This design comes from an exercise in tuning for small area on the open sky130 flow, not from production work.
Only simulation tests tie the RTL to the original design; equivalence was not proved.

==> run K: inputs <==
Design regfile_scoreboard, start of the top module:
module regfile_scoreboard #(
  parameter int REG_LEN      = 32,
  parameter int REG_ADDR_LEN = 5,
  parameter int CNT_W        = 2
) (
  input  logic                    clk,
  input  logic                    rst,
  input  logic [REG_LEN-1:0]      wb_rd_data,
  input  logic [REG_ADDR_LEN-1:0] wb_rd_addr,
  input  logic                    wb_rd_enable,
  input  logic                    id_rs1_read,
  input  logic [REG_ADDR_LEN-1:0] id_rs1_addr,
  input  logic                    id_rs2_read,
  input  logic [REG_ADDR_LEN-1:0] id_rs2_addr,
  input  logic                    issue_valid,
  input  logic [REG_ADDR_LEN-1:0] issue_rd_addr,
  output logic [REG_LEN-1:0]      rs1_data,
  output logic [REG_LEN-1:0]      rs2_data,
  output logic                    stall_req
);
clock: 8.0 ns
lec_check: 0
cap_margin: 20
core_margin: 2
core_utilization: 55
setup_slack_margin: 0.5
slew_margin: 20
synth_hierarchical: 1
synth_minimum_keep_size: 0
standard.sh (not shown) runs the stock make flow with config.mk's settings and CLKGATE_MAP_FILE= SYNTH_SCRIPT=/design/flow/synth_recipe.tcl, a recipe that flattens the netlist after the stock synthesis.
==> flow/flow/run.sh <==
#!/bin/bash
# The standard ORFS layout (the standard.sh, unchanged synthesis), with three changes:
# - port buffers: the smallest buffer, sky130_fd_sc_hd__buf_1, on every input and output;
# - resize step: internal placer buffers removed and high-fanout drivers upsized one step
#   before repair_design (flow/resize_pre.tcl);
# - clock tree: larger sink clusters and no dummy loads, so fewer clock buffers.
# make's output goes to standard.log; ORFS keeps each step's log under orfs/logs/.
set -euo pipefail
here=$(pwd)
export BUFFER_PORTS_ARGS="-buffer_cell sky130_fd_sc_hd__buf_1"
export PRE_RESIZE_TCL="$here/flow/resize_pre.tcl"
export CTS_ARGS="-sink_clustering_enable -repair_clock_nets -dont_use_dummy_load -sink_clustering_size 25 -sink_clustering_max_diameter 100"
bash standard.sh finish > standard.log 2>&1
Other scripts of this flow, unchanged in this note and not shown: flow/flow/resize_pre.tcl
==> run E: changes against run K <==
==> flow/design.v (replaced) <==
module rf_word #(
  parameter int W = 32
) (
  input  logic         clk,
  input  logic         we,
  input  logic         wen,
  input  logic [W-1:0] wd,
  output logic [W-1:0] q
);
  logic [W-1:0] d;
  genvar k;
  generate
    for (k = 0; k < W; k++) begin : g_bit
      rf_ao22 u_mux (.a({we, wen}), .b({wd[k], q[k]}), .y(d[k]));
    end
  endgenerate
  always_ff @(posedge clk)
    q <= d;
endmodule
module rf_ao22 (
  input  logic [1:0] a,
  input  logic [1:0] b,
  output logic       y
);
  assign y = |(a & b);
endmodule
module rf_aoi222 (
  input  logic [2:0] a,
  input  logic [2:0] b,
  output logic       y
);
  assign y = ~|(a & b);
endmodule
module rf_and2 (
  input  logic [1:0] a,
  output logic       y
);
  assign y = &a;
endmodule
module rf_and3 (
  input  logic [2:0] a,
  output logic       y
);
  assign y = &a;
endmodule
module rf_nand2 (
  input  logic [1:0] a,
  output logic       y
);
  assign y = ~&a;
endmodule
module rf_nand4 (
  input  logic [3:0] a,
  output logic       y
);
  assign y = ~&a;
endmodule
module rf_or3 (
  input  logic [2:0] a,
  output logic       y
);
  assign y = |a;
endmodule
module rf_ao32 (
  input  logic [31:0] s,
  input  logic [31:0] d,
  output logic        y
);
  logic [11:0] n;
  logic [2:0]  g;
  genvar k;
  generate
    for (k = 0; k < 10; k++) begin : g_aoi
      rf_aoi222 u_aoi (.a(s[3*k+2:3*k]), .b(d[3*k+2:3*k]), .y(n[k]));
    end
  endgenerate
  rf_nand2 u_t30 (.a({s[30], d[30]}), .y(n[10]));
  rf_nand2 u_t31 (.a({s[31], d[31]}), .y(n[11]));
  rf_nand4 u_n0 (.a(n[3:0]),  .y(g[0]));
  rf_nand4 u_n1 (.a(n[7:4]),  .y(g[1]));
  rf_nand4 u_n2 (.a(n[11:8]), .y(g[2]));
  rf_or3   u_o  (.a(g), .y(y));
endmodule
module rf_cnt (
  input  logic clk,
  input  logic rst,
  input  logic we,
  input  logic inc,
  output logic busy,    
  output logic full     
);
  logic [1:0] r_cnt;
  logic       x;
  assign x    = we ? (r_cnt[1] & ~r_cnt[0]) : r_cnt[0];
  assign busy = r_cnt[1] | (r_cnt[0] & ~we);
  assign full = r_cnt[1] & r_cnt[0] & ~we;
  always_ff @(posedge clk or negedge rst) begin
    if (!rst)
      r_cnt <= 2'b00;
    else
      r_cnt <= {(r_cnt[1] & (~we | inc | r_cnt[0])) | (~we & inc & r_cnt[0]), inc ^ x};
  end
endmodule
module regfile_scoreboard #(
  parameter int REG_LEN      = 32,
  parameter int REG_ADDR_LEN = 5,
  parameter int CNT_W        = 2
) (
  input  logic                    clk,
  input  logic                    rst,
  input  logic [REG_LEN-1:0]      wb_rd_data,
  input  logic [REG_ADDR_LEN-1:0] wb_rd_addr,
  input  logic                    wb_rd_enable,
  input  logic                    id_rs1_read,
  input  logic [REG_ADDR_LEN-1:0] id_rs1_addr,
  input  logic                    id_rs2_read,
  input  logic [REG_ADDR_LEN-1:0] id_rs2_addr,
  input  logic                    issue_valid,
  input  logic [REG_ADDR_LEN-1:0] issue_rd_addr,
  output logic [REG_LEN-1:0]      rs1_data,
  output logic [REG_LEN-1:0]      rs2_data,
  output logic                    stall_req
);
  localparam int NUM_REGS = 1 << REG_ADDR_LEN;
  logic [NUM_REGS-1:0][REG_LEN-1:0] w_regs;
  logic [NUM_REGS-1:0]              w_valid;
  logic [NUM_REGS-1:0] w_we;      
  logic [NUM_REGS-1:0] w_sel1;    
  logic [NUM_REGS-1:0] w_sel2;
  logic [NUM_REGS-1:0] w_busy;    
  logic [NUM_REGS-1:0] w_full;    
  logic [NUM_REGS-1:0] w_hit1, w_hit2, w_hiti;
  logic [NUM_REGS-1:0] w_inc;
  logic                w_byp1, w_byp2;
  logic                w_haz1, w_haz2, w_hazi;
  logic                w_stall;
  assign w_byp1 = wb_rd_enable && (wb_rd_addr == id_rs1_addr) && (id_rs1_addr != '0);
  assign w_byp2 = wb_rd_enable && (wb_rd_addr == id_rs2_addr) && (id_rs2_addr != '0);
  logic [7:0] w_r1_hi, w_r2_hi, w_r1_hs, w_r2_hs, w_wb_hi;
  logic [3:0] w_r1_lo, w_r2_lo, w_wb_lo;
  always_comb begin
    for (int j = 0; j < 8; j++) begin
      w_r1_hi[j] = (id_rs1_addr[4:2] == 3'(j));
      w_r2_hi[j] = (id_rs2_addr[4:2] == 3'(j));
      w_r1_hs[j] = w_r1_hi[j] && !w_byp1;
      w_r2_hs[j] = w_r2_hi[j] && !w_byp2;
      w_wb_hi[j] = wb_rd_enable && (wb_rd_addr[4:2] == 3'(j));
    end
    for (int k = 0; k < 4; k++) begin
      w_r1_lo[k] = (id_rs1_addr[1:0] == 2'(k));
      w_r2_lo[k] = (id_rs2_addr[1:0] == 2'(k));
      w_wb_lo[k] = (wb_rd_addr[1:0] == 2'(k));
    end
  end
  assign w_regs[0]  = wb_rd_data;
  assign w_valid[0] = 1'b0;
  assign w_we[0]    = 1'b0;
  assign w_sel1[0]  = w_byp1;
  assign w_sel2[0]  = w_byp2;
  assign w_busy[0]  = 1'b0;
  assign w_full[0]  = 1'b0;
  assign w_hit1[0]  = 1'b0;
  assign w_hit2[0]  = 1'b0;
  assign w_hiti[0]  = 1'b0;
  assign w_inc[0]   = 1'b0;
  genvar gi;
  generate
    for (gi = 1; gi < NUM_REGS; gi++) begin : g_reg
      localparam int HI = gi / 4;
      localparam int LO = gi % 4;
      logic r_valid;
      logic w_wen;
      assign w_valid[gi] = r_valid;
      rf_and2  u_we   (.a({w_wb_hi[HI], w_wb_lo[LO]}), .y(w_we[gi]));
      rf_nand2 u_wen  (.a({w_wb_hi[HI], w_wb_lo[LO]}), .y(w_wen));
      rf_and3  u_sel1 (.a({w_r1_hs[HI], w_r1_lo[LO], r_valid}), .y(w_sel1[gi]));
      rf_and3  u_sel2 (.a({w_r2_hs[HI], w_r2_lo[LO], r_valid}), .y(w_sel2[gi]));
      assign w_hit1[gi] = w_r1_hi[HI] && w_r1_lo[LO];
      assign w_hit2[gi] = w_r2_hi[HI] && w_r2_lo[LO];
      assign w_hiti[gi] = (issue_rd_addr == REG_ADDR_LEN'(gi));
      assign w_inc[gi]  = issue_valid && !w_stall && w_hiti[gi];
      rf_cnt u_cnt (
        .clk(clk), .rst(rst), .we(w_we[gi]), .inc(w_inc[gi]),
        .busy(w_busy[gi]), .full(w_full[gi])
      );
      rf_word #(.W(REG_LEN)) u_word (
        .clk(clk), .we(w_we[gi]), .wen(w_wen), .wd(wb_rd_data), .q(w_regs[gi])
      );
      always_ff @(posedge clk or negedge rst) begin
        if (!rst)
          r_valid <= 1'b0;
        else if (w_we[gi])
          r_valid <= 1'b1;
      end
    end
    for (gi = 0; gi < REG_LEN; gi++) begin : g_bit
      logic [NUM_REGS-1:0] col;
      for (genvar r = 0; r < NUM_REGS; r++) begin : g_col
        assign col[r] = w_regs[r][gi];
      end
      rf_ao32 u_rd1 (.s(w_sel1), .d(col), .y(rs1_data[gi]));
      rf_ao32 u_rd2 (.s(w_sel2), .d(col), .y(rs2_data[gi]));
    end
  endgenerate
  rf_ao32 u_haz1 (.s(w_hit1), .d(w_busy), .y(w_haz1));
  rf_ao32 u_haz2 (.s(w_hit2), .d(w_busy), .y(w_haz2));
  rf_ao32 u_hazi (.s(w_hiti), .d(w_full), .y(w_hazi));
  assign w_stall   = (id_rs1_read && w_haz1) || (id_rs2_read && w_haz2) ||
                     (issue_valid && w_hazi);
  assign stall_req = w_stall;
endmodule
- CORE_UTILIZATION: 55 -> 65
- SETUP_SLACK_MARGIN: 0.5 -> unset
==> run A: changes against run K <==
- SETUP_SLACK_MARGIN: 0.5 -> 0.2
==> reports/results.ini <==
[place]
place.gp.congestion=0.949

[timing]
worst_pin_slew_ps=1360

[setup_path]
rr_startpoint=g_reg[3].u_cnt.r_cnt[0]

[logic_synthesis]
synth_cells=3807
synth_compound_area_share_pct=38.6

[layout]
multi_input_area_share_pct=45.7
buf_share_pct=1.62

[clock_tree]
path_clk_slew_ps=70

[global_routing]
grt_pass1_vias=42900

[status]
run_status=no timing/DRC/antenna violations

[detailed_routing]
wl_um=205000

That was run A.
==> reports/results.ini <==
[detailed_routing]
wl_um=205000
routedWlPerCell_um=40.7

[layout]
buf_share_pct=1.62
multi_input_area_share_pct=45.8

[setup_path]
crit_slowest_cell=nor2_4

[logic_synthesis]
synth_cells=3807

[clock_tree]
path_clk_slew_ps=70

[place]
place.gp.congestion=0.949

[timing]
worst_pin_slew_ps=1360

[global_routing]
grt_pass1_vias=42900

[status]
run_status=no timing/DRC/antenna violations

That was run K.
==> reports/results.ini <==
[status]
run_status=no timing/DRC/antenna violations

[logic_synthesis]
synth-simple-area-share_pct=10.9
synth_cells=3867
synth_compound_area_share_pct=36.7

[power]
total_power_mw=12.7

[global_routing]
grtUsageMet1_pct=64.4
grt_pass1_vias=43900
grt_overflow_total=0

[clock_tree]
path_clk_slew_ps=100

[detailed_routing]
route.detailed.drc=0
drt-met1-wl_um=61500
via_count=45600

[setup_path]
rr_startpoint=g_reg[3].u_cnt.r_cnt[0]

[layout]
largest_class=flip-flops and latches
clkbuf_count=50

[place]
place.gp.congestion=1.00

[timing]
worst_pin_slew_ps=1330

That was run E.

==> static timing again, ports no longer ideal <==
The flow's constraints put no driver on any port. The routed layouts listed below were extracted and timed again, unchanged, in two steps.
Step 1 assumes that a clkbuf_16 drives the clock port and a buf_2 every other input.
Step 2, shift: input delay + t, output delay - t, t = (earliest + latest rising clock arrival at the registers) / 2. This alone moves slack from input paths to output paths.
Slacks: ideal ports / drivers / drivers and shift; pairs: ideal ports / drivers.
run | shift t [ns] | setup WS [ns] | clock arrival spread, ns
run K | 0.702 | 0.426 / 0.392 / 0.392 | 0.073 / 0.072
run E | 0.719 | 0.428 / 0.398 / 0.398 | 0.100 / 0.100
run A | 0.706 | 0.225 / 0.190 / 0.190 | 0.075 / 0.075
After both steps setup and hold are still met in every run listed. For run A, which loses most, drivers alone change the setup slack by -0.035 ns; drivers and shift together by -0.035 ns.
